From an optimization exercise on the open Yosys and OpenROAD flow, aimed at small area, a short achievable clock period and few clock cycles per item; shortcuts taken in it are not production practice. Where RTL was checked, it was by simulation tests only, not by an equivalence proof against the original. No functional check of the RTL was part of runs 1 and 2. No driver is modelled on the clock port, so clock power and skew are understated where the tree is cut down; a real chip needs a root buffer or a tree. Power is estimated from default activity; no workload was simulated.

### flow/flow/run.sh
#!/bin/bash
set -euo pipefail
source flow/settings.sh
bash standard.sh "${ARGS[@]}" cts > make_cts.log 2>&1
openroad -no_init -exit flow/clock_root.tcl > clock_root.log 2>&1
bash standard.sh "${ARGS[@]}" finish > make_finish.log 2>&1
### flow/flow/clock_root.tcl
set odb_file orfs/results/sky130hd/rolling_hash_string_search/base/4_cts.odb
read_db $odb_file
set block [ord::get_db_block]
set port_net [[$block findBTerm clk] getNet]
set iterms [$port_net getITerms]
if {[llength $iterms] != 1} {
  puts "clock port drives [llength $iterms] pins; tree left as is"
} else {
  set root [[lindex $iterms 0] getInst]
  set out_net [[$root findITerm X] getNet]
  set loads {}
  foreach it [$out_net getITerms] {
    if {[$it getInst] != $root} { lappend loads $it }
  }
  if {[llength $loads] > 4} {
    puts "root buffer [$root getName] drives [llength $loads] pins; tree left as is"
  } else {
    foreach it $loads {
      puts "moving [[$it getInst] getName]/[[$it getMTerm] getName] to the clock port"
      $it disconnect
      $it connect $port_net
    }
    puts "removing root buffer [$root getName] ([[$root getMaster] getName])"
    odb::dbInst_destroy $root
    odb::dbNet_destroy $out_net
    write_db $odb_file
  }
}
### flow/flow/out_iso.tcl
# Give each output port's register a net of its own: when the register that drives an
# output port's buffer also drives other logic, move that other logic behind a new
# buffer, so the register's output sees only the port buffer. Then legalize placement.
set odb_file orfs/results/sky130hd/rolling_hash_string_search/base/4_cts.odb
read_liberty $::env(FLOW_HOME)/platforms/sky130hd/lib/sky130_fd_sc_hd__tt_025C_1v80.lib
read_db $odb_file
read_sdc orfs/results/sky130hd/rolling_hash_string_search/base/4_cts.sdc
set block [ord::get_db_block]
set count 0
foreach bterm [$block getBTerms] {
  if {[$bterm getIoType] ne "OUTPUT"} continue
  set pnet [$bterm getNet]
  # the port buffer drives the port
  set obuf ""
  foreach it [$pnet getITerms] { if {[$it isOutputSignal]} { set obuf [$it getInst] } }
  if {$obuf eq ""} continue
  set in_net [[$obuf findITerm A] getNet]
  if {$in_net eq "NULL"} continue
  set drv ""
  set others {}
  foreach it [$in_net getITerms] {
    if {[$it isOutputSignal]} { set drv $it; continue }
    if {[$it getInst] == $obuf} continue
    lappend others "[[$it getInst] getName]/[[$it getMTerm] getName]"
  }
  if {$drv eq "" || [llength $others] == 0} continue
  set master [[$drv getInst] getMaster]
  if {![$master isSequential]} continue
  insert_buffer -buffer_cell sky130_fd_sc_hd__buf_2 -net [$in_net getName] -load_pins [get_pins $others]
  incr count
}
puts "isolated $count output registers"
detailed_placement
check_placement
write_db $odb_file
### flow/flow/settings.sh
# Extra ORFS make settings for standard.sh
ARGS=(
  SETUP_SLACK_MARGIN=8.0
  REMOVE_ABC_BUFFERS=1
  "CTS_ARGS=-sink_clustering_enable -repair_clock_nets -sink_clustering_size 25 -sink_clustering_max_diameter 120 -dont_use_dummy_load"
  "BUFFER_PORTS_ARGS=-buffer_cell sky130_fd_sc_hd__buf_1"
)
### flow/standard.sh
#!/bin/bash
# synth_recipe.tcl (not shown) runs the flow's synth.tcl, then flattens the netlist and writes it again
# the make line also repeats each setting of config.mk as NAME=value (left out here)
make -C /OpenROAD-flow-scripts/flow DESIGN_CONFIG=/design/flow/config.mk WORK_HOME=/design/flow/orfs CLKGATE_MAP_FILE= SYNTH_SCRIPT=/design/flow/synth_recipe.tcl "${@:-finish}"
### flow/config.mk
export PLATFORM = sky130hd
export DESIGN_NAME = rolling_hash_string_search
export DESIGN_NICKNAME = rolling_hash_string_search
export VERILOG_FILES = /design/flow/design.v
export SDC_FILE = /design/flow/constraint.sdc
export NUM_CORES = 4
export LEC_CHECK = 0
export CAP_MARGIN = 20
export CORE_MARGIN = 2
export CORE_UTILIZATION = 55
export PLACE_DENSITY = 0.8
export SLEW_MARGIN = 20
### flow/constraint.sdc
create_clock -name core_clock -period 11.0 [get_ports {clk}]
set_input_delay 2.2000 -clock core_clock [delete_from_list [all_inputs] [get_ports {clk}]]
set_output_delay 2.2000 -clock core_clock [all_outputs]
set_load 0.01 [all_outputs]
### flow/design.v
`default_nettype none
package rhss_pkg;
  localparam int BYTE_W        = 8;
  localparam int POSITION_W    = 32;
  localparam int LENGTH_W      = 6;
  localparam int CFG_DATA_W    = 64;
  localparam int CFG_INDEX_W   = 3;
  localparam int PATTERN_WORDS = 4;
  localparam int MAX_PATTERN   = 32;
  localparam logic [CFG_INDEX_W-1:0] REG_PATTERN_LENGTH = 3'd0;
endpackage
`default_nettype wire
`default_nettype none
import rhss_pkg::*;
module rolling_hash_string_search (
  input  wire logic                   clk,
  input  wire logic                   rst,
  input  wire logic                   cfg_write_enable,
  input  wire logic [rhss_pkg::CFG_INDEX_W-1:0] cfg_index,
  input  wire logic [rhss_pkg::CFG_DATA_W-1:0]  cfg_data,
  input  wire logic                   text_valid,
  output wire logic                   text_ready,
  input  wire logic [rhss_pkg::BYTE_W-1:0]      text_byte,
  input  wire logic                   text_last,
  output wire logic                   result_valid,
  input  wire logic                   result_ready,
  output wire logic                   result_found,
  output wire logic [rhss_pkg::POSITION_W-1:0]  result_position
);
  logic [CFG_DATA_W-1:0]    pat_word [PATTERN_WORDS];
  logic [PATTERN_WORDS-1:0] word_set;      
  logic [4:0]               len5;          
  logic                     first;         
  logic [MAX_PATTERN-1:0]   mvec;
  logic                     s2_valid;
  logic                     s2_last;
  logic                     s2_first;
  logic                     after_first;   
  logic                     matched;       
  logic                     out_valid;
  logic                     out_found;
  logic [POSITION_W-1:0]    pos;           
  logic                     ready_q;
  logic [PATTERN_WORDS-1:0] wr_en;
  always_comb begin
    for (int w = 0; w < PATTERN_WORDS; w++) begin
      wr_en[w] = cfg_write_enable && cfg_index == CFG_INDEX_W'(w + 1);
    end
  end
  always_ff @(posedge clk) begin
    for (int w = 0; w < PATTERN_WORDS; w++) begin
      if (wr_en[w]) pat_word[w] <= cfg_data;
    end
  end
  logic                     hit;
  logic                     need;
  logic                     writes;
  logic                     stall;
  logic                     go;
  logic                     zero_pos;
  logic [POSITION_W-1:0]    pos_cur;
  logic [MAX_PATTERN-1:0]   mvec_rot;
  assign mvec_rot = {mvec[MAX_PATTERN-2:0], mvec[MAX_PATTERN-1]};
  assign hit      = mvec_rot[len5];
  assign need     = s2_valid && !matched;
  assign writes   = !s2_first || hit || s2_last;
  assign stall    = need && writes && out_valid;
  assign go       = need && writes && !stall;
  assign pos_cur  = after_first ? (POSITION_W'(2) - POSITION_W'({len5 == 5'd0, len5}))
                                : (pos + POSITION_W'(1));
  assign zero_pos = s2_first || (s2_last && !hit);
  logic                     take;
  logic [MAX_PATTERN-1:0]   eq;
  logic [MAX_PATTERN-1:0]   mvec_new;
  assign take = text_valid && ready_q;
  always_comb begin
    for (int k = 0; k < MAX_PATTERN; k++) begin
      eq[k] = word_set[k/8] ? (text_byte == pat_word[k/8][(k%8)*8 +: 8]) : (text_byte == 8'd0);
    end
    mvec_new = eq & {mvec[MAX_PATTERN-2:0] & {(MAX_PATTERN-1){!first}}, 1'b1};
  end
  logic out_valid_nx;
  logic s2_valid_nx;
  logic s2_first_nx;
  logic s2_last_nx;
  logic matched_nx;
  always_comb begin
    out_valid_nx = out_valid && !result_ready;
    if (go && (hit || s2_last)) out_valid_nx = 1'b1;
    s2_valid_nx = take || (s2_valid && stall);
    s2_first_nx = take ? first : s2_first;
    s2_last_nx  = take ? text_last : s2_last;
    matched_nx  = matched;
    if (s2_valid && !stall) begin
      if (s2_last) matched_nx = 1'b0;
      else if (need && hit) matched_nx = 1'b1;
    end
  end
  always_ff @(posedge clk) begin
    if (rst) begin
      word_set  <= '0;
      len5      <= 5'd1;
      first     <= 1'b1;
      s2_valid  <= 1'b0;
      matched   <= 1'b0;
      out_valid <= 1'b0;
      ready_q   <= 1'b1;
    end else begin
      word_set <= word_set | wr_en;
      if (cfg_write_enable && cfg_index == REG_PATTERN_LENGTH) begin
        if (cfg_data[5]) len5 <= 5'd0;
        else if (cfg_data[4:0] == 5'd0) len5 <= 5'd1;
        else len5 <= cfg_data[4:0];
      end
      if (take) first <= text_last;
      s2_valid  <= s2_valid_nx;
      matched   <= matched_nx;
      out_valid <= out_valid_nx;
      ready_q   <= !(out_valid_nx && s2_valid_nx && !matched_nx &&
                     (!s2_first_nx || len5 == 5'd1 || s2_last_nx));
    end
  end
  always_ff @(posedge clk) begin
    if (take) begin
      mvec     <= mvec_new;
      s2_last  <= text_last;
      s2_first <= first;
    end
    if (s2_valid && !stall) after_first <= s2_first;
    out_found <= (out_found && !go) || (hit && go && s2_valid);
    pos       <= (pos & {POSITION_W{!go}}) | (pos_cur & {POSITION_W{go && !zero_pos}});
  end
  assign text_ready      = ready_q;
  assign result_valid    = out_valid;
  assign result_found    = out_found;
  assign result_position = pos;
endmodule
`default_nettype wire
==> impl_metrics.tcl, run 1 <==
set metrics [dict create \
    min_path_type "reg2reg" \
    via_count 10385 \
    nFillCells 1711 \
    post-synth-top-area-cell "edfxtp_1" \
    ys_types 55 \
    pwr-share-comb_pct 14.2 \
    syn_inst 1103 \
    p_sw_share_pct 24.2 \
    die_area_mm2 0.0287 \
    cp.required_ns 11.15 \
    netlist_top_cells_area "edfxtp_1, xnor2_1, dfxtp_1, xor2_1, nor3b_1" \
    syn_area_per_cell_um2 13.6 \
    worst_path_largest_cell_delay_ns 0.40 \
    p_int_uw 1880 \
    gp_congestion 0.881 \
    peakVddDrop_mv 0.146 \
    finalHoldViolCount 0 \
    final_common_cell "edfxtp_1" \
    clk_pin_slew_ns 0.10 \
    cp_num_buf_inv 1 \
    critPathCaptureType "flip-flop" \
    avgViaCountPerCell 6.37 \
    path_delay_family "simple AND/OR/NAND/NOR gates" \
    overflow 0 \
    p_leak_uw 0.00614 \
    rsz0062_at_grt "yes" \
    dpl.hpwl_mm 20.5 \
    crit_fanout 33 \
    crit_path_start_kind "input port" \
    track_usage_pct 23.5 \
    path_cells "clkbuf_8 -> nor4_4 -> nand2_4 -> nor2_4 -> a31oi_1 -> nor3b_1" \
    finalNetCount 1376 \
    design_area_mm2 0.0185 \
    multi_input_area_mm2 0.00548 \
    period_needed_ns 3.60 \
    hold-worst-slack_ns 0.505 \
    setup_viol 0 \
    port_buffers 115 \
    clock-sinks 338 \
    synth-edff-count 289 \
    final_antenna_net_count 0 \
    syn_area_mm2 0.0150 \
    die_w_um 169 \
    tns_ns 0 \
    status "timing/DRC/antenna clean" \
    grt_pass1_vias 9484 \
    drive_gt1_share_pct 21.6 \
    place_area_mm2 0.0158 \
    antenna_found_initial 0 \
    drt-pass1-iter-count 5 \
    async_flop_share_pct 0 \
    start_util_pct 56.0 \
    power.total_uw 2480 \
    mostFrequentLayoutCells "edfxtp_1, xnor2_1, xor2_1" \
    p_per_area_mw_per_mm2 134 \
    slew_headroom_pct 30.2 \
    drcViolationCount 0 \
    cts_hold_buf 0 \
    fmax_mhz 278 \
    crit_slowest_cell "nor4_4" \
    p_clk_share_pct 25.6 \
    grt_first_pass_wirelength_mm 52.5 \
    worst_pin_slew_ns 1.04 \
    die_height_um 169 \
    area_delta_synth_final_pct 23.0 \
    coreArea_mm2 0.0269 \
    routedWlPerCell_um 25.7 \
    synth_top_flop_cell "edfxtp_1" \
    seq_area_mm2 0.00975 \
    finalMaxSlewViolations 0 \
    grt_max_degree 66 \
    finalCritPeriodShare_pct 32.7 \
    insertion_delay_ns 0.38 \
    arrival_ns 3.75 \
    fp-row-count 60 \
    yosys_warnings 2 \
    drt-initial-drc-count 1466 \
    yosys.area.top_type_share_pct 57.7 \
    synth.ff_latch_count 338 \
    ys_seq_area_share_pct 64.2 \
    p_sw_uw 600 \
    p_seq_share_pct 60.2 \
    crit_type "in2reg" \
    diodes 0 \
    max-cap-violations 0 \
    num_io_pins 116 \
    wl_mm 42.0 \
    clock_skew_ns 0.0282 \
]
[worst register-to-register path, cell delays in order (launching register included)]
cell and delay, ns:
dfxtp_2 0.57, mux4_1 0.64, a22o_1 0.24, o21a_1 0.27, nor3_1 0.43, nor2_1 0.30
a221o_1 0.39
[layout make-up]
cell class,instances,share of cell area (%)
Clock buffer,16,2.16
Tap cell,341,2.30
Multi-Input combinational cell,678,29.6
Sequential cell,338,52.7
Inverter,24,0.487
Timing Repair Buffer,233,12.8
[flip-flops by register name (all words and copies together), names as in the netlist, 4 cells and up]
signal and count:
pat_word 256, mvec 32, pos 32, len5 5
word_set 4
[per-layer routing]
| metal | vias up | share of wire [%] | track usage [%] |
|---|---|---|---|
| met3 | 87 | 10 | 3.31 |
| met2 | 679 | 50 | 40.7 |
| met5 | - | 0 | 0 |
| li1 | 4476 | - | - |
| met4 | 0 | 3.1 | 6.80 |
| met1 | 5143 | 37 | 31.3 |
[logic make-up after synthesis]
kind of cell | synth area share, %
and+or+nand+nor | 9.55
AOI/OAI and AO/OA | 6.99
xor gates and xnor gates | 15.1
muxes | 1.47
DFF | 64.2
adders and majority gates | 0.333
buffers and inverters | 2.32
[cell usage after synthesis (all sizes together), types with 27 or more instances]
library cell	instances
nand4	42
nor3b	41
xnor2	159
a31oi	36
nor2	46
edfxtp	289
dfxtp	49
nor4	38
xor2	101
clkbuf	36
buf	27
nand2	36
[power by group through the flow]
stage	Clock (uW)	Combinational (uW)	Sequential [uW]
after floorplan	0	117	1520
after global placement	0	210	1520
after detailed placement	0	216	1530
after CTS	660	289	1490
after global routing	678	372	1500
final	634	352	1490
[path summary, 6_finish.rpt]
check	start	end	slack, ns	depth (start not counted)
worst min-delay path	out_found	out_found	0.51	2
worst max-delay path	text_byte[6]	mvec[23]	7.40	6
worst min register to register	out_found	out_found	0.51	2
worst max register to register	len5[0]	pos[13]	8.04	6
[stage by stage]
stage	util, %	std cells	setup WS [ns]
4_1_cts	64.0	1563	7.74
5_1_grt	68.9	1630	7.39
2_1_floorplan	-	1040	5.34
3_5_place_dp	58.7	1509	6.40
3_3_place_gp	58.7	1509	6.46
6_report	68.9	1630	7.40
[timing repair]
item	CTS	global route
setup endpoints to repair	351	386
gates resized for setup	194	86
pin swaps	4	18
setup buffers	36	46
gates cloned	1	22
==> run 2, diff against run 1 <==
--- a/flow/config.mk
+++ b/flow/config.mk
@@ -8,5 +8,5 @@
 export CAP_MARGIN = 20
 export CORE_MARGIN = 2
-export CORE_UTILIZATION = 55
-export PLACE_DENSITY = 0.8
+export CORE_UTILIZATION = 40
+export PLACE_DENSITY = 0.85
 export SLEW_MARGIN = 20
==> run 2 against run 1 <==
Still clean. Maximum frequency fell by 2.0%. First-iteration DRC count fell by 2.9%. Routed wire length is 14% higher. Flip-flop and latch count unchanged. Critical endpoint is now mvec[17]. Largest power group unchanged.
==> impl_metrics.tcl, run 2 <==
set metrics [dict create \
    port_buffers 115 \
    largestRegisters "pat_word (256), mvec (32), pos (32)" \
    grt_max_degree 66 \
    clk_pin_slew_ns 0.11 \
    max_flop_register "pat_word" \
    die_area_mm2 0.0392 \
    rsz0062_at_grt "yes" \
    largest_reg_flops 256 \
    netlist_top_cells_area "edfxtp_1, xnor2_1, dfxtp_1, xor2_1, nor3b_1" \
    r2r_cells 6 \
    antenna_found_initial 0 \
    top_layer "met4" \
    overflow 0 \
    insertion_delay_ns 0.41 \
    finalHoldViolCount 0 \
    num_io_pins 116 \
    synthTopCellsByCount "edfxtp_1, xnor2_1, xor2_1" \
    path_delay_family "simple AND/OR/NAND/NOR gates" \
    final_common_cell "edfxtp_1" \
    routedWlPerCell_um 26.7 \
    design_area_mm2 0.0193 \
    wl_mm 47.9 \
    drcViolationCount 0 \
    p_per_area_mw_per_mm2 132 \
    reg2reg_slack_ns 8.18 \
    dpl.hpwl_mm 22.2 \
    crit_fanout 6 \
    post-synth-top-area-cell "edfxtp_1" \
    worst_pin_slew_ns 0.964 \
    track_usage_pct 20.0 \
    utilization_pct 51.6 \
    clock_skew_ns 0.0494 \
    syn_area_per_cell_um2 13.6 \
    coreArea_mm2 0.0373 \
    path_cells "buf_6 -> buf_12 -> buf_4 -> xnor2_1 -> nand4_1 -> nor4_4 -> a31oi_1 -> nor3b_1" \
    drive_gt1_share_pct 24.8 \
    synth_most_common_cell "edfxtp_1" \
    power.total_uw 2530 \
    tns_ns 0 \
    die_w_um 198 \
    drt-pass1-iter-count 5 \
    worst_hold_path.num_cells 2 \
    avgViaCountPerCell 6.10 \
    met2_wirelength_mm 23.5 \
    drt-initial-drc-count 1424 \
    critPathCaptureType "flip-flop" \
    gp_congestion 0.930 \
    slew_headroom_pct 35.1 \
    max-cap-violations 0 \
    grt_first_pass_wirelength_mm 59.4 \
    grt_pass1_vias 9932 \
    p_leak_uw 0.00645 \
    synth_top_flop_cell "edfxtp_1" \
    area_delta_synth_final_pct 28.0 \
    die_height_um 198 \
    cp_num_buf_inv 3 \
    cts_hold_buf 0 \
    setup_viol 0 \
    place_area_mm2 0.0159 \
    ys_seq_area_share_pct 64.2 \
    ys_types 55 \
    arrival_ns 3.87 \
    syn_area_mm2 0.0150 \
    yosys_warnings 2 \
    wl_met1_mm 16.6 \
    hold_path_end "out_found" \
    via_count 10936 \
    min_path_type "reg2reg" \
    yosys.area.top_type_share_pct 57.7 \
    period_needed_ns 3.68 \
    finalNetCount 1406 \
    timing.rr.start "len5[0]" \
    crit_path_start_kind "input port" \
    finalMaxSlewViolations 0 \
    start_util_pct 40.3 \
    crit_type "in2reg" \
    async_flop_share_pct 0 \
    regToRegEndpoint "pos[18]" \
    worst_path_largest_cell_delay_ns 0.37 \
    synth.ff_latch_count 338 \
    dr_wl_met3_mm 4.96 \
    syn_inst 1103 \
    synth-edff-count 289 \
    hp-start "out_found" \
    cp.required_ns 11.20 \
    status "timing/DRC/antenna clean" \
    fmax_mhz 272 \
    finalCritPeriodShare_pct 33.4 \
    peakVddDrop_mv 0.145 \
    crit_slowest_cell "nor3b_1" \
    clock-sinks 338 \
    mostFrequentLayoutCells "edfxtp_1, xnor2_1, xor2_1" \
    final_antenna_net_count 0 \
    fp-row-count 71 \
]
## run 2: cell counts after synthesis
No cell type changed its count.
## run 2: worst max path at each step
stage / cells after the start / from / end
after floorplan: 3 / cfg_write_enable / pat_word[1][0]
after global placement: 6 / text_byte[7] / mvec[15]
after detailed placement: 6 / text_byte[7] / mvec[12]
after CTS: 7 / text_byte[2] / mvec[17]
after global routing: 9 / text_byte[4] / mvec[19]
final: 8 / text_byte[2] / mvec[17]
## run 2: per-layer routing
metal | up-vias | global-route usage, %
li1 | 4549 | -
met1 | 5334 | 25.8
met2 | 852 | 34.2
met3 | 201 | 3.08
met4 | 0 | 7.02
met5 | - | 0
## run 2: worst register-to-register path, stage by stage, from the launching register on
cell,delay (ns)
dfxtp_4,0.49
mux4_1,0.62
a22o_1,0.26
o21ai_0,0.34
and4_4,0.46
nand2b_4,0.36
a221o_1,0.24
## run 2: what timing repair did
item | CTS | global route
resized for setup | 249 | 77
setup buffers | 65 | 43
setup endpoints to repair | 363 | 353
pin swaps | 21 | 33
gates cloned | 5 | 21
## run 2: cell families (layout without fill, tap and decap cells)
kind of cell / count (synthesis) / in the layout / synth area share (%)
mux: 9 / 9 / 1.47
flops: 338 / 338 / 64.2
buf+inv: 87 / 303 / 2.32
xor+xnor: 260 / 260 / 15.1
fa+ha+maj: 4 / 4 / 0.333
compound gates: 152 / 152 / 6.99
simple gates: 253 / 253 / 9.55
other cells: 0 / 1 / 0
## run 2: report_power, final
| group | switching, uW | leakage (uW) | internal (uW) | total, uW |
|---|---|---|---|---|
| clock network | 387 | 0.000197 | 263 | 651 |
| logic | 203 | 0.00317 | 184 | 387 |
| registers | 46.9 | 0.00308 | 1450 | 1500 |
## run 2: metrics by stage
stage | cells | setup slack [ns] | hold WS (ns)
after CTS | 1730 | 7.74 | 0.511
final | 1794 | 7.32 | 0.512
after global placement | 1643 | 6.42 | 0.482
after detailed placement | 1643 | 6.43 | 0.506
after floorplan | 1040 | 5.34 | 0.480
after global routing | 1793 | 7.29 | 0.555
## run 2: cell type report
class | count | area (um2)
clock buffers | 16 | 400
inverters | 24 | 92.6
repair buffers | 263 | 2790
well taps | 474 | 593
multi-input cells | 678 | 5630
diodes | 1 | 2.50
flip-flops and latches | 338 | 9750
fillers | 2896 | 18100
==> run 3, diff against run 2 <==
--- a/flow/design.v
+++ b/flow/design.v
@@ -30,5 +30,8 @@
   logic [CFG_DATA_W-1:0]    pat_word [PATTERN_WORDS];
   logic [PATTERN_WORDS-1:0] word_set;      
-  logic [4:0]               len5;          
+  logic [4:0]               len_m1;        
+  logic                     s1_valid;
+  logic [BYTE_W-1:0]        s1_byte;
+  logic                     s1_last;
   logic                     first;         
   logic [MAX_PATTERN-1:0]   mvec;
@@ -60,25 +63,25 @@
   logic                     zero_pos;
   logic [POSITION_W-1:0]    pos_cur;
-  logic [MAX_PATTERN-1:0]   mvec_rot;
-  assign mvec_rot = {mvec[MAX_PATTERN-2:0], mvec[MAX_PATTERN-1]};
-  assign hit      = mvec_rot[len5];
-  assign need     = s2_valid && !matched;
-  assign writes   = !s2_first || hit || s2_last;
-  assign stall    = need && writes && out_valid;
-  assign go       = need && writes && !stall;
-  assign pos_cur  = after_first ? (POSITION_W'(2) - POSITION_W'({len5 == 5'd0, len5}))
-                                : (pos + POSITION_W'(1));
+  assign hit    = mvec[len_m1];
+  assign need   = s2_valid && !matched;
+  assign writes = !s2_first || hit || s2_last;
+  assign stall  = need && writes && out_valid;
+  assign go     = need && writes && !stall;
+  assign pos_cur  = after_first ? (POSITION_W'(1) - POSITION_W'(len_m1)) : (pos + POSITION_W'(1));
   assign zero_pos = s2_first || (s2_last && !hit);
   logic                     take;
+  logic                     adv;
   logic [MAX_PATTERN-1:0]   eq;
   logic [MAX_PATTERN-1:0]   mvec_new;
   assign take = text_valid && ready_q;
+  assign adv  = s1_valid && !stall;
   always_comb begin
     for (int k = 0; k < MAX_PATTERN; k++) begin
-      eq[k] = word_set[k/8] ? (text_byte == pat_word[k/8][(k%8)*8 +: 8]) : (text_byte == 8'd0);
+      eq[k] = word_set[k/8] ? (s1_byte == pat_word[k/8][(k%8)*8 +: 8]) : (s1_byte == 8'd0);
     end
     mvec_new = eq & {mvec[MAX_PATTERN-2:0] & {(MAX_PATTERN-1){!first}}, 1'b1};
   end
   logic out_valid_nx;
+  logic s1_valid_nx;
   logic s2_valid_nx;
   logic s2_first_nx;
@@ -88,7 +91,8 @@
     out_valid_nx = out_valid && !result_ready;
     if (go && (hit || s2_last)) out_valid_nx = 1'b1;
-    s2_valid_nx = take || (s2_valid && stall);
-    s2_first_nx = take ? first : s2_first;
-    s2_last_nx  = take ? text_last : s2_last;
+    s1_valid_nx = take || (s1_valid && stall);
+    s2_valid_nx = stall ? s2_valid : s1_valid;
+    s2_first_nx = stall ? s2_first : first;
+    s2_last_nx  = stall ? s2_last : s1_last;
     matched_nx  = matched;
     if (s2_valid && !stall) begin
@@ -100,5 +104,6 @@
     if (rst) begin
       word_set  <= '0;
-      len5      <= 5'd1;
+      len_m1    <= '0;
+      s1_valid  <= 1'b0;
       first     <= 1'b1;
       s2_valid  <= 1'b0;
@@ -109,20 +114,25 @@
       word_set <= word_set | wr_en;
       if (cfg_write_enable && cfg_index == REG_PATTERN_LENGTH) begin
-        if (cfg_data[5]) len5 <= 5'd0;
-        else if (cfg_data[4:0] == 5'd0) len5 <= 5'd1;
-        else len5 <= cfg_data[4:0];
+        if (cfg_data[5:0] == 6'd0) len_m1 <= 5'd0;
+        else if (cfg_data[5]) len_m1 <= 5'd31;
+        else len_m1 <= cfg_data[4:0] - 5'd1;
       end
-      if (take) first <= text_last;
+      s1_valid  <= s1_valid_nx;
+      if (adv) first <= s1_last;
       s2_valid  <= s2_valid_nx;
       matched   <= matched_nx;
       out_valid <= out_valid_nx;
-      ready_q   <= !(out_valid_nx && s2_valid_nx && !matched_nx &&
-                     (!s2_first_nx || len5 == 5'd1 || s2_last_nx));
+      ready_q   <= !(s1_valid_nx && out_valid_nx && s2_valid_nx && !matched_nx &&
+                     (!s2_first_nx || len_m1 == 5'd0 || s2_last_nx));
     end
   end
   always_ff @(posedge clk) begin
-    if (take) begin
+    if (!(s1_valid && stall)) begin
+      s1_byte <= text_byte;
+      s1_last <= text_last;
+    end
+    if (adv) begin
       mvec     <= mvec_new;
-      s2_last  <= text_last;
+      s2_last  <= s1_last;
       s2_first <= first;
     end
==> flow/flow/settings.sh (replaced) <==
# Extra ORFS make settings for standard.sh
ARGS=(
  SETUP_SLACK_MARGIN=8.0
  REMOVE_ABC_BUFFERS=1
  "CTS_ARGS=-sink_clustering_enable -repair_clock_nets -sink_clustering_size 30 -sink_clustering_max_diameter 80 -dont_use_dummy_load"
  "BUFFER_PORTS_ARGS=-buffer_cell sky130_fd_sc_hd__buf_1"
)
--- a/flow/config.mk
+++ b/flow/config.mk
@@ -8,5 +8,5 @@
 export CAP_MARGIN = 20
 export CORE_MARGIN = 2
-export CORE_UTILIZATION = 40
-export PLACE_DENSITY = 0.85
+export CORE_UTILIZATION = 55
+export PLACE_DENSITY = 0.8
 export SLEW_MARGIN = 20
==> run 3 against run 2 <==
First-iteration DRC count decreased by 28%. Power decreased by 6.7%. Register-to-register slack improved by 0.04 ns. Critical endpoint is now pat_word[1][12].
==> impl_metrics.tcl, run 3 <==
set metrics [dict create \
    die_area_mm2 0.0290 \
    crit_start "cfg_write_enable" \
    syn_area_per_cell_um2 13.8 \
    tns_ns 0 \
    min_path_type "reg2reg" \
    worst_path_largest_cell_delay_ns 0.27 \
    via_count 9424 \
    worst_hold_path.num_cells 0 \
    port_buffers 115 \
    p_per_area_mw_per_mm2 137 \
    timing.final.ws_setup_ns 7.95 \
    multi_input_area_mm2 0.00494 \
    synth.ff_latch_count 348 \
    crit_fanout 8 \
    final_antenna_net_count 0 \
    num_io_pins 116 \
    timing.rr.start "len_m1[1]" \
    peakVddDrop_mv 0.165 \
    final_common_cell "edfxtp_1" \
    die_height_um 170 \
    drt-initial-drc-count 1027 \
    crit_slowest_cell "nor2_4" \
    utilization_pct 64.0 \
    period_needed_ns 3.05 \
    diodes 0 \
    largestRegisters "pat_word (256), mvec (32), pos (32)" \
    wl_mm 34.3 \
    top_layer "met4" \
    dpl.hpwl_mm 19.5 \
    synthTopCellsByCount "edfxtp_1, xnor2_1, xor2_1" \
    fp-row-count 60 \
    dr_wl_met3_mm 2.62 \
    crit_path_start_kind "input port" \
    drt-pass1-iter-count 8 \
    hold-worst-slack_ns 0.507 \
    met2_wirelength_mm 17.0 \
    dp_cells 1521 \
    final_cells 1589 \
    syn_area_mm2 0.0152 \
    worst_pin_slew_ns 0.981 \
    clk_pin_slew_ns 0.10 \
    grt_max_degree 66 \
    largest_reg_flops 256 \
    start_util_pct 56.2 \
    avgViaCountPerCell 5.93 \
    critPathCaptureType "flip-flop" \
    arrival_ns 3.15 \
    hp-start "s2_first" \
    track_usage_pct 22.3 \
    synth_most_common_cell "edfxtp_1" \
    syn_inst 1105 \
    nFillCells 1910 \
    finalNetCount 1334 \
    area_delta_synth_final_pct 13.8 \
    seq_area_mm2 0.0100 \
    netlist_top_cells_area "edfxtp_1, xnor2_1, dfxtp_1, xor2_1, nor3b_1" \
    place_ws_ns 7.16 \
    coreArea_mm2 0.0270 \
    overflow 0 \
    regToRegEndpoint "pos[11]" \
    reg2reg_slack_ns 8.22 \
    grt_first_pass_wirelength_mm 49.8 \
    setup_viol 0 \
    wl_met1_mm 13.8 \
    async_flop_share_pct 0 \
    synth-edff-count 300 \
    path_cells "buf_6 -> nor2b_4 -> nand2_2 -> nor2_4 -> buf_4 -> buf_6" \
    ys_types 57 \
    die_w_um 170 \
    cts_hold_buf 0 \
    post-synth-top-area-cell "edfxtp_1" \
    drcViolationCount 0 \
    mostFrequentLayoutCells "edfxtp_1, xnor2_1, xor2_1" \
    yosys.area.top_type_share_pct 59.3 \
    synth_top_flop_cell "edfxtp_1" \
    gp_congestion 0.844 \
    slew_headroom_pct 34.3 \
    status "timing/DRC/antenna clean" \
    cp.required_ns 11.10 \
    grt_pass1_vias 9087 \
    hold_path_end "after_first" \
    path_common_cell "buf_6" \
    p_leak_uw 0.00554 \
    max-cap-violations 0 \
    r2r_cells 7 \
    routedWlPerCell_um 21.6 \
    ys_seq_area_share_pct 65.6 \
    finalCritPeriodShare_pct 27.7 \
    antenna_found_initial 0 \
    max_flop_register "pat_word" \
    clock_skew_ns 0.0611 \
    clock-sinks 348 \
    drive_gt1_share_pct 14.7 \
    crit_type "in2reg" \
    fmax_mhz 328 \
    finalMaxSlewViolations 0 \
    finalHoldViolCount 0 \
    insertion_delay_ns 0.38 \
    rsz0062_at_grt "yes" \
    yosys_warnings 2 \
]
[run 3: cell count changes after synthesis, sizes merged, moves of 10 or more]
cell and delta:
o2bb2ai +27, o21ai +21, clkbuf -18, mux2i +18
a211oi -14, a221o -11, edfxtp +11, buf +10
nor2 +10
[run 3: what timing repair did]
| action | 4_1_cts | 5_1_grt |
|---|---|---|
| endpoints found under the setup margin | 330 | 292 |
| endpoints found under the hold margin | 0 | 0 |
| cloned | 0 | 10 |
| buffers inserted | 33 | 10 |
| pin swaps | 0 | 4 |
| resized for setup | 125 | 34 |
[run 3: per-layer routing]
layer,vias to the layer above,track usage [%]
met4,0,6.39
met2,401,38.6
met5,-,0
li1,4322,-
met3,55,2.67
met1,4646,29.8
[run 3: how the worst max path moves through the flow]
stage	end	slack [ns]
final	pat_word[1][12]	7.95
after global placement	pat_word[1][21]	7.22
after floorplan	pat_word[1][0]	5.34
after CTS	result_position[20]	7.81
after global routing	result_position[0]	7.92
after detailed placement	pat_word[1][28]	7.16
[run 3: per-stage QoR]
stage,instance area [um2],total power (uW)
global placement,15900,1730
CTS,16900,2380
floorplan,14900,1660
detailed placement,15900,1740
global route,17300,2440
finish,17300,2360
[run 3: logic make-up (layout without fill, tap and decap cells)]
logic type	count (synthesis)	count (layout)	share of synthesized area (%)
flops	348	348	65.6
xor+xnor	259	259	14.9
simple gates	251	251	9.53
compound gates	144	144	6.12
buf+inv	81	224	2.33
mux	18	18	1.19
fa+ha+maj	4	4	0.313
[run 3: critical path, delay by kind of cell]
kind	cells	cell delay, ns
and+or+nand+nor	3	0.55
buffers and inverters	3	0.40
[run 3: cell type report]
cell class / instances / area share [%]
sequential: 348 / 58.0
clock buffer: 15 / 2.17
inverter: 26 / 0.564
multi-input combinational: 676 / 28.6
tap: 341 / 2.47
timing repair buffer: 183 / 8.24
[run 3: power by group]
group / switching, uW / internal (uW) / leakage [uW] / total, uW
combinational: 133 / 110 / 0.00219 / 242
clock: 361 / 247 / 0.000185 / 608
sequential: 30.0 / 1480 / 0.00316 / 1510
Testbench counts of run 3, summed over its fixed seeds: cycles 37,214, bytes 37,092.
==> run 4, diff against run 3 <==
==> flow/flow/settings.sh (replaced) <==
# Extra ORFS make settings for standard.sh
ARGS=(
  SETUP_SLACK_MARGIN=8.05
  REMOVE_ABC_BUFFERS=1
  "CTS_ARGS=-sink_clustering_enable -repair_clock_nets -sink_clustering_size 25 -sink_clustering_max_diameter 120 -dont_use_dummy_load"
  "BUFFER_PORTS_ARGS=-buffer_cell sky130_fd_sc_hd__buf_1"
)
==> run 4 against run 3 <==
Critical path type unchanged. Sequential share of layout area decreased by 0.91 points. Routed wire length grew 2.9%. Power is 2.3% higher. Count of clock-buffer cells in the layout increased by 2. Clock skew grew 0.033 ns. Flip-flop and latch count unchanged. Still clean on timing, DRC and antenna. Critical endpoint is now len_m1[4].
==> impl_metrics.tcl, run 4 <==
set metrics [dict create \
    fp-row-count 60 \
    synth-edff-count 300 \
    syn_area_mm2 0.0152 \
    die_area_mm2 0.0290 \
    async_flop_share_pct 0 \
    antenna_found_initial 0 \
    num_io_pins 116 \
    syn_inst 1105 \
    synth_top_flop_cell "edfxtp_1" \
    grt_first_pass_wirelength_mm 51.0 \
    dp_cells 1521 \
    yosys_warnings 2 \
    mostFrequentLayoutCells "edfxtp_1, xnor2_1, xor2_1" \
    avgViaCountPerCell 5.97 \
    pwr-share-comb_pct 10.3 \
    setup_viol 0 \
    insertion_delay_ns 0.41 \
    area_delta_synth_final_pct 15.6 \
    clk_pin_slew_ns 0.11 \
    min_path_type "reg2reg" \
    drt-initial-drc-count 1017 \
    p_per_area_mw_per_mm2 138 \
    rsz0062_at_grt "yes" \
    grt_pass1_vias 9159 \
    crit_slowest_cell "nor3b_4" \
    finalHoldViolCount 0 \
    drcViolationCount 0 \
    status "timing/DRC/antenna clean" \
    yosys.area.top_type_share_pct 59.3 \
    finalCritPeriodShare_pct 27.6 \
    final_common_cell "edfxtp_1" \
    port_buffers 115 \
    slew_headroom_pct 31.7 \
    final_cells 1599 \
    worst_pin_slew_ns 1.02 \
    crit_fanout 6 \
    die_height_um 170 \
    final_antenna_net_count 0 \
    wl_mm 35.3 \
    p_leak_uw 0.00565 \
    peakVddDrop_mv 0.138 \
    max_flop_register "pat_word" \
    routedWlPerCell_um 22.1 \
    grt_max_degree 49 \
    path_cells "clkbuf_4 -> inv_2 -> ha_4 -> nor3b_4 -> inv_1 -> a21oi_1 -> nor2_1 -> a21oi_1 -> nor2_1" \
    fmax_mhz 329 \
    die_w_um 170 \
    overflow 0 \
    p_seq_share_pct 62.6 \
    drt-pass1-iter-count 5 \
    tns_ns 0 \
    p_clk_share_pct 27.1 \
    via_count 9549 \
    netlist_top_cells_area "edfxtp_1, xnor2_1, dfxtp_1, xor2_1, nor3b_1" \
    largest_reg_flops 256 \
    p_sw_share_pct 22.4 \
    ys_types 57 \
    nFillCells 1876 \
    max-cap-violations 0 \
    syn_area_per_cell_um2 13.8 \
    p_sw_uw 543 \
    synth_most_common_cell "edfxtp_1" \
    clock-sinks 348 \
    critPathCaptureType "flip-flop" \
    synthTopCellsByCount "edfxtp_1, xnor2_1, xor2_1" \
    finalMaxSlewViolations 0 \
    ys_seq_area_share_pct 65.6 \
    synth.ff_latch_count 348 \
    cp_num_buf_inv 3 \
    crit_path_start_kind "input port" \
    cts_hold_buf 0 \
    arrival_ns 3.26 \
    crit_type "in2reg" \
    coreArea_mm2 0.0270 \
    largestRegisters "pat_word (256), mvec (32), pos (32)" \
    clock_skew_ns 0.0946 \
    dpl.hpwl_mm 19.5 \
    cp.required_ns 11.22 \
    drive_gt1_share_pct 15.4 \
    path_delay_family "simple AND/OR/NAND/NOR gates" \
    gp_congestion 0.844 \
    track_usage_pct 23.0 \
    start_util_pct 56.2 \
    utilization_pct 65.0 \
    post-synth-top-area-cell "edfxtp_1" \
    p_int_uw 1880 \
    finalNetCount 1342 \
    period_needed_ns 3.04 \
    worst_path_largest_cell_delay_ns 0.22 \
]
## run 4: layout make-up
class                           count  area (um2)  share of cell area [%]
Multi-Input combinational cell    677        4950                    28.2
Clock buffer                       17         425                    2.42
Tap cell                          341         427                    2.43
Timing Repair Buffer              188        1640                    9.32
Inverter                           26        97.6                   0.556
Antenna cell                        2        5.00                  0.0285
Sequential cell                   348       10000                    57.1
## run 4: metal layers
| metal | vias up | wire length [um] | track usage [%] |
|---|---|---|---|
| met5 | - | 0 | 0 |
| met4 | 0 | 1070 | 6.50 |
| met3 | 73 | 3130 | 3.63 |
| met2 | 446 | 17300 | 39.7 |
| met1 | 4685 | 13800 | 30.4 |
| li1 | 4345 | - | - |
## run 4: worst paths after layout
kind	endpoint	slack, ns	depth (start not counted)	startpoint
worst max-delay path	len_m1[4]	7.96	9	cfg_data[1]
worst min-delay path	after_first	0.51	0	s2_first
worst max register to register	pos[16]	8.32	8	len_m1[1]
worst min register to register	after_first	0.51	0	s2_first
## run 4: kinds of logic after synthesis
family,Yosys count,share of synthesized area [%]
AOI/OAI and AO/OA,144,6.12
xor gates and xnor gates,259,14.9
adders and majority gates,4,0.313
buffers and inverters,81,2.33
DFF,348,65.6
muxes,18,1.19
and+or+nand+nor,251,9.53
## run 4: repair_timing
item	CTS	global route
resized for setup	133	23
cloned	4	11
setup endpoints to repair	331	302
pin swaps	0	6
setup buffers	33	11
## run 4: worst register-to-register path: stages, from the launching register on
cell and delay [ns]:
dfxtp_2 0.74, mux2i_1 0.35, a21oi_1 0.12, nand3_1 0.13, nand4_1 0.20, o211ai_1 0.22, buf_4 0.45, o21ai_1 0.17
o2bb2ai_1 0.16
## run 4: power by group through the flow
| stage | clock [uW] | sequential [uW] | combinational, uW |
|---|---|---|---|
| 2_1_floorplan | 0 | 1560 | 100 |
| 3_3_place_gp | 0 | 1540 | 184 |
| 6_report | 655 | 1510 | 248 |
| 3_5_place_dp | 0 | 1550 | 190 |
| 4_1_cts | 681 | 1510 | 232 |
| 5_1_grt | 705 | 1520 | 268 |
## run 4: per-stage QoR
stage	worst slack [ns]	hold slack (ns)	instance area [um2]	power (uW)
floorplan	5.34	0.442	14900	1660
global placement	7.22	0.484	15900	1730
detailed placement	7.16	0.484	15900	1740
CTS	7.84	0.510	17100	2430
global route	7.86	0.523	17600	2490
finish	7.96	0.510	17600	2420

[re-timing with driven ports]
In the flow no input, the clock included, has a driving cell. The finished layouts below were timed again as built, in two steps.
Step 1, drivers: a clkbuf_16 drives clk and a buf_2 each remaining input, both assumed.
Step 2 also shifts input and output timing later by t, the mid clock arrival at the registers, as if the neighbouring blocks saw the same clock.
a / b / c = no drivers / after step 1 / after step 2; a / b = the first two.
run | t, ns | setup WS [ns] | worst setup path at the end
run 1 | 0.432 | 7.398 / 7.428 / 6.996 | input to register
run 2 | 0.454 | 7.325 / 7.363 / 6.909 | input to register
run 3 | 0.414 | 7.948 / 7.893 / 7.512 | input to register
run 4 | 0.440 | 7.959 / 7.896 / 7.534 | input to register
After both steps setup and hold are still met in every run listed. The setup slack of run 3, which loses most, moves by -0.055 ns with the drivers and by -0.436 ns with both steps.
